What follows belongs to an exercise in optimizing a design on an open flow for small area; a production flow would make more cautious choices.
In this exercise RTL edits were held to simulation tests only and were not proved equivalent to the original.
No activity file was given, so power comes from the tool's default toggle rates.

### design/flow/config.mk
export PLATFORM = sky130hd
export DESIGN_NAME = sram_2rw_param
export DESIGN_NICKNAME = sram_2rw_param
export VERILOG_FILES = /design/flow/design.v
export SDC_FILE = /design/flow/constraint.sdc
export NUM_CORES = 4
export LEC_CHECK = 0
export CAP_MARGIN = 20
export CORE_MARGIN = 2
export CORE_UTILIZATION = 40
export SLEW_MARGIN = 20
### design/flow/constraint.sdc
create_clock -name core_clock -period 5.0 [get_ports {CE}]
set_input_delay 1.0000 -clock core_clock [delete_from_list [all_inputs] [get_ports {CE}]]
set_output_delay 1.0000 -clock core_clock [all_outputs]
set_load 0.01 [all_outputs]
### design/flow/design.v
package sram_2rw_pkg;
  typedef enum logic {
    RW_READ_FIRST  = 1'b0,
    RW_WRITE_FIRST = 1'b1
  } rw_mode_e;
  localparam int MAX_WIDTH = 256;
  function automatic logic [MAX_WIDTH-1:0] merge_mask(
    input logic [MAX_WIDTH-1:0] old_word,
    input logic [MAX_WIDTH-1:0] data_word,
    input logic [MAX_WIDTH-1:0] mask_word
  );
    merge_mask = (old_word & ~mask_word) | (data_word & mask_word);
  endfunction
endpackage
module sram_2rw_rdpipe #(
  parameter int WIDTH   = 33,
  parameter int OUT_REG = 0
) (
  input  logic             clk,
  input  logic             rst,
  input  logic             rd_vld,
  input  logic [WIDTH-1:0] rd_dat,
  output logic [WIDTH-1:0] o,
  output logic             ov
);
  logic [WIDTH-1:0] s1_dat;
  logic             s1_vld;
  always_ff @(posedge clk or posedge rst) begin
    if (rst) begin
      s1_dat <= '0;
      s1_vld <= 1'b0;
    end else begin
      s1_vld <= rd_vld;
      if (rd_vld) begin
        s1_dat <= rd_dat;
      end
    end
  end
  if (OUT_REG != 0) begin : g_out_reg
    logic [WIDTH-1:0] s2_dat;
    logic             s2_vld;
    always_ff @(posedge clk or posedge rst) begin
      if (rst) begin
        s2_dat <= '0;
        s2_vld <= 1'b0;
      end else begin
        s2_vld <= s1_vld;
        if (s1_vld) begin
          s2_dat <= s1_dat;
        end
      end
    end
    assign o  = s2_dat;
    assign ov = s2_vld;
  end else begin : g_no_out_reg
    assign o  = s1_dat;
    assign ov = s1_vld;
  end
endmodule
module sram_2rw_param #(
  parameter int       WIDTH   = 33,
  parameter int       DEPTH   = 32,
  parameter int       ADDR_W  = $clog2(DEPTH),
  parameter int       OUT_REG = 0,
  parameter logic     RW_MODE = sram_2rw_pkg::RW_READ_FIRST
) (
  input  logic              CE,
  input  logic              RST,
  input  logic              CSB1,
  input  logic              WEB1,
  input  logic              OEB1,
  input  logic [ADDR_W-1:0] A1,
  input  logic [WIDTH-1:0]  I1,
  input  logic [WIDTH-1:0]  WM1,
  output logic [WIDTH-1:0]  O1,
  output logic              OV1,
  input  logic              CSB2,
  input  logic              WEB2,
  input  logic              OEB2,
  input  logic [ADDR_W-1:0] A2,
  input  logic [WIDTH-1:0]  I2,
  input  logic [WIDTH-1:0]  WM2,
  output logic [WIDTH-1:0]  O2,
  output logic              OV2,
  output logic              COLL,
  output logic              OOR
);
  function automatic logic [WIDTH-1:0] merge_w(
    input logic [WIDTH-1:0] old_word,
    input logic [WIDTH-1:0] data_word,
    input logic [WIDTH-1:0] mask_word
  );
    merge_w = WIDTH'(sram_2rw_pkg::merge_mask(sram_2rw_pkg::MAX_WIDTH'(old_word),
                                             sram_2rw_pkg::MAX_WIDTH'(data_word),
                                             sram_2rw_pkg::MAX_WIDTH'(mask_word)));
  endfunction
  logic [WIDTH-1:0] mem [DEPTH];
  logic in_rng1, in_rng2;
  if (DEPTH == (1 << ADDR_W)) begin : g_pow2
    assign in_rng1 = 1'b1;
    assign in_rng2 = 1'b1;
  end else begin : g_npow2
    localparam logic [ADDR_W:0] DEPTH_X = (ADDR_W + 1)'(DEPTH);
    assign in_rng1 = ({1'b0, A1} < DEPTH_X);
    assign in_rng2 = ({1'b0, A2} < DEPTH_X);
  end
  logic             re1, re2, we1, we2, acc1, acc2;
  logic             same_addr, both_wr;
  logic [WIDTH-1:0] old1, old2, wdat1, wdat2, wboth;
  logic [WIDTH-1:0] rd1, rd2;
  assign re1  = ~CSB1 & ~OEB1;
  assign re2  = ~CSB2 & ~OEB2;
  assign we1  = ~CSB1 & ~WEB1 & in_rng1;
  assign we2  = ~CSB2 & ~WEB2 & in_rng2;
  assign acc1 = ~CSB1 & (~WEB1 | ~OEB1);
  assign acc2 = ~CSB2 & (~WEB2 | ~OEB2);
  assign old1 = in_rng1 ? mem[A1] : '0;
  assign old2 = in_rng2 ? mem[A2] : '0;
  assign wdat1 = merge_w(old1, I1, WM1);
  assign wdat2 = merge_w(old2, I2, WM2);
  assign same_addr = (A1 == A2);
  assign both_wr   = we1 & we2 & same_addr;
  assign wboth     = merge_w(wdat2, I1, WM1);
  always_comb begin
    rd1 = old1;
    rd2 = old2;
    if (RW_MODE == sram_2rw_pkg::RW_WRITE_FIRST) begin
      if (we1) rd1 = both_wr ? wboth : wdat1;
      if (we2) rd2 = both_wr ? wboth : wdat2;
    end
  end
  always_ff @(posedge CE) begin
    if (!RST) begin
      if (both_wr) begin
        mem[A1] <= wboth;
      end else begin
        if (we1) mem[A1] <= wdat1;
        if (we2) mem[A2] <= wdat2;
      end
    end
  end
  always_ff @(posedge CE or posedge RST) begin
    if (RST) begin
      COLL <= 1'b0;
      OOR  <= 1'b0;
    end else begin
      if (both_wr && ((WM1 & WM2) != '0)) COLL <= 1'b1;
      if ((acc1 & ~in_rng1) | (acc2 & ~in_rng2)) OOR <= 1'b1;
    end
  end
  sram_2rw_rdpipe #(.WIDTH(WIDTH), .OUT_REG(OUT_REG)) u_rdpipe1 (
    .clk    (CE),
    .rst    (RST),
    .rd_vld (re1),
    .rd_dat (rd1),
    .o      (O1),
    .ov     (OV1)
  );
  sram_2rw_rdpipe #(.WIDTH(WIDTH), .OUT_REG(OUT_REG)) u_rdpipe2 (
    .clk    (CE),
    .rst    (RST),
    .rd_vld (re2),
    .rd_dat (rd2),
    .o      (O2),
    .ov     (OV2)
  );
endmodule
### design/flow/run.sh
#!/bin/bash
# synth_recipe.tcl (not shown) runs the flow's synth.tcl, then flattens the netlist and writes it again
# the make line also repeats each setting of config.mk as NAME=value (left out here)
make -C /OpenROAD-flow-scripts/flow DESIGN_CONFIG=/design/flow/config.mk WORK_HOME=/design/flow/orfs CLKGATE_MAP_FILE= SYNTH_SCRIPT=/design/flow/synth_recipe.tcl finish
==> results.tsv <==
stage	metric	value	unit
route	postRouteAntennaNets	0	
cts	cts_resized	0	
die	row_count	153	
synthesis	yosys-top-cells-area	edfxtp_1 45%, mux2i_1 15%, o22a_1 13%	
cts	cts_hold_buffers	0	
power_and_ir_drop	peakVddDrop	263	uV
final_layout	finalNetCount	6588	
timing	min_period_over_period	85.2	%
timing	skew	27.8	ps
route	num_vias	64000	
power_and_ir_drop	p_per_area	310	nW/um2
worst_setup_path	end_kind	flip-flop	
global_route	grt_max_degree	67	
timing	final.setup.tns	0	ps
global_route	antenna_found_initial	10	
cts	clock_sinks	1125	
power_and_ir_drop	leakage	30.6	nW
outcome	status	no timing/DRC/antenna violations	
timing	slew_headroom	21.5	%
timing	min_period	4260	ps
synthesis	ys_warn_count	2	
cts	clk_latency	810	ps
die	core	174000	um2
synthesis	seq_area_frac_synth	47.9	%
synthesis	async_flop_share	6.13	%
timing	setup_slack	738	ps
timing	tightest_slew	1180	ps
run	cap_violations	0	
placed_design	placed_area	77200	um2
cts	h-tree-depth	4	
die	die_area	178000	um2
timing	setup_violations	0	
cts	cts_setup_buffers	0	
route	routed_wl	355000	um
placed_design	gp_congestion	0.965	
worst_setup_path	path_buf_inv	5	
route	dr.pass1.iters	6	
cts	path_clk_slew	70	ps
route	drt_first_iter_violations	11900	
die	start_util	40.2	%
global_route	use_met1	48.0	%
final_layout	drive_gt1_share	13.6	%
route	drc	0	
worst_setup_path	critPathLaunchType	primary input	
global_route	first_global_vias	60200	
timing	grt_setup_unrepaired	false	
synthesis	avgSynthCellArea	10.9	um2
global_route	gr-usage-met3	12.4	%
synthesis	synth_most_common_cell	nor2_1	
timing	slew_viol_final	0	
placed_design	pre_cts_ws	336	ps
worst_setup_path	critical_path_class	in -> reg	
timing	fmax	235	MHz
global_route	overflow	0	
worst_setup_path	r2r_slack	2180	ps
synthesis	syn-cell-area	69800	um2
global_route	grt_pass1_wl	481000	um
synthesis	synthCells	6410	
die	io-pin-count	220	
die	die_h	422	um
global_route	grt_util_met2	54.5	%
timing	hold_viol	0	
placed_design	portBuffers	218	
synthesis	synth_top_cell_by_area	edfxtp_1	
route	wl_per_cell	40.0	um
cts	clockBufferDepth	3	
cts	clockRootBuffer	clkbuf_16	
synthesis	synth_edf_count	1056	
final_layout	design_area	81500	um2
final_layout	synthToLayoutAreaGrowth	16.7	%
synthesis	ys_ff_latch	1125	
global_route	track_usage	38.4	%
synthesis	yosysUniqueCellTypes	54	
worst_setup_path	worstPathMaxFanout	32	
worst_setup_path	cpPeakStageDelay	970	ps
worst_setup_path	crit_family	buffers and inverters	
synthesis	syn_nets	6560	
cts	cts_tree	built	
worst_setup_path	cp.required	5560	ps
cts	cts_buffers	136	
worst_setup_path	cp_cell_sequence	clkdlybuf4s50_1 > buf_4 > nand4bb_4 > buf_12 > o22ai_1 > nor4_1 > buf_4 > a41oi_2 > buf_12 > o22a_1	
hold_path	hold_class	reg -> reg	
global_route	grt_busiest_layer	met2	
worst_setup_path	arrival	4820	ps
route	viasPerCell	7.20	
synthesis	synth_ff_type	edfxtp_1	
die	die_width	422	um
synthesis	synth_common_cells	1205 x nor2_1, 1056 x edfxtp_1, 1056 x mux2i_1, 1056 x o22a_1, 552 x o22ai_1	
placed_design	post-dp-hpwl	209000	um
synthesis	synth_top_area_share	45.4	%
worst_setup_path	slowest_stage	nor4_1	
final cells by class:
class / count / area (um2)
clock inverters: 58 / 529
multi-input cells: 4406 / 33300
flip-flops and latches: 1125 / 33400
fillers: 15900 / 92100
well taps: 2325 / 2910
clock buffers: 190 / 3720
diodes: 8 / 20.0
repair buffers: 701 / 7300
inverters: 68 / 259
report_power, final:
part           internal [mW]  leakage (nW)  switching [mW]
logic                   1.99          18.3            2.68
clock network           5.45          2.06            4.39
registers               10.7          10.3           0.112
cell usage in the layout (no fill, tap or decap), drive strengths merged, types with 5 or more instances in the layout:
cell type,n
nor2,1208
nand2,72
nand4bb,12
nand3,38
clkbuf,190
edfxtp,1056
or4b,8
diode,8
dfrtp,69
a41oi,33
a221oi,6
clkdlybuf4s50,215
mux2i,1056
a22o,6
nand4,5
o22ai,552
o21bai,8
nand4b,8
nand3b,8
clkinv,45
inv,74
o21ai,33
xnor2,5
a2111oi,33
or3,5
a31oi,99
o22a,1056
nor4,133
buf,486
sequential cells by signal, summed over array words and instances, names as in the netlist:
| register | cells |
|---|---|
| mem | 1056 |
| u_rdpipe1.s1_dat | 33 |
| u_rdpipe2.s1_dat | 33 |
| COLL | 1 |
| u_rdpipe1.s1_vld | 1 |
| u_rdpipe2.s1_vld | 1 |
logic make-up after synthesis:
family / after synthesis / share of synthesized area, %
AO/OA/AOI/OAI: 1835 / 21.8
AND/OR/NAND/NOR: 1509 / 9.15
flip-flops: 1125 / 47.9
multiplexers: 1056 / 15.1
buffers and inverters: 879 / 5.93
XOR/XNOR: 5 / 0.0627
other: 1 / 0.00537
routing by layer:
| metal | vias up | part of all wire [%] |
|---|---|---|
| li1 | 25000 | - |
| met1 | 31300 | 34 |
| met2 | 6036 | 41 |
| met3 | 1605 | 15 |
| met4 | 8 | 9.7 |
| met5 | - | 0.017 |
metrics by stage:
stage,instances,util (%),power [mW],hold WS (ps)
global placement,8624,44.5,15.4,519
finish,8881,46.9,25.3,534
floorplan,6410,-,13.9,512
global route,8874,46.9,25.8,547
detailed placement,8624,44.5,15.5,514
CTS,8872,46.9,25.1,540
path summary, 6_finish.rpt:
check | from | end | depth (start not counted)
worst max-delay path | A1[3] | mem[2][7] | 10
worst min-delay path | COLL | COLL | 1
worst max register to register | mem[7][7] | mem[2][7] | 7
worst min register to register | COLL | COLL | 1
max in group asynchronous | RST | u_rdpipe1.s1_dat[14] | 5
min in group asynchronous | RST | u_rdpipe1.s1_dat[2] | 4

[separate check: timing with driven ports]
Ports are ideal in the flow. The routed layout listed here was re-timed in OpenROAD.
Step 1 sets driving cells, clkbuf_16 on the clock port and buf_2 on the other inputs (assumed; they add their load-dependent delay and slew).
Step 2 times the ports against the registers' clock, not the clock port: input delays grow and output delays shrink by t, the midpoint of the rising clock arrivals with the driver on.
a / b / c = ideal ports / drivers / drivers and shift; a / b = the first two.
shift t [ns]: 0.891
setup slack, ns: 0.738 / 0.804 / -0.087
worst setup path at the end: input to register
Met with ideal ports but missed after step 2: setup timing in this run. The setup slack of this run moves by +0.066 ns with the drivers and by -0.825 ns with both steps.
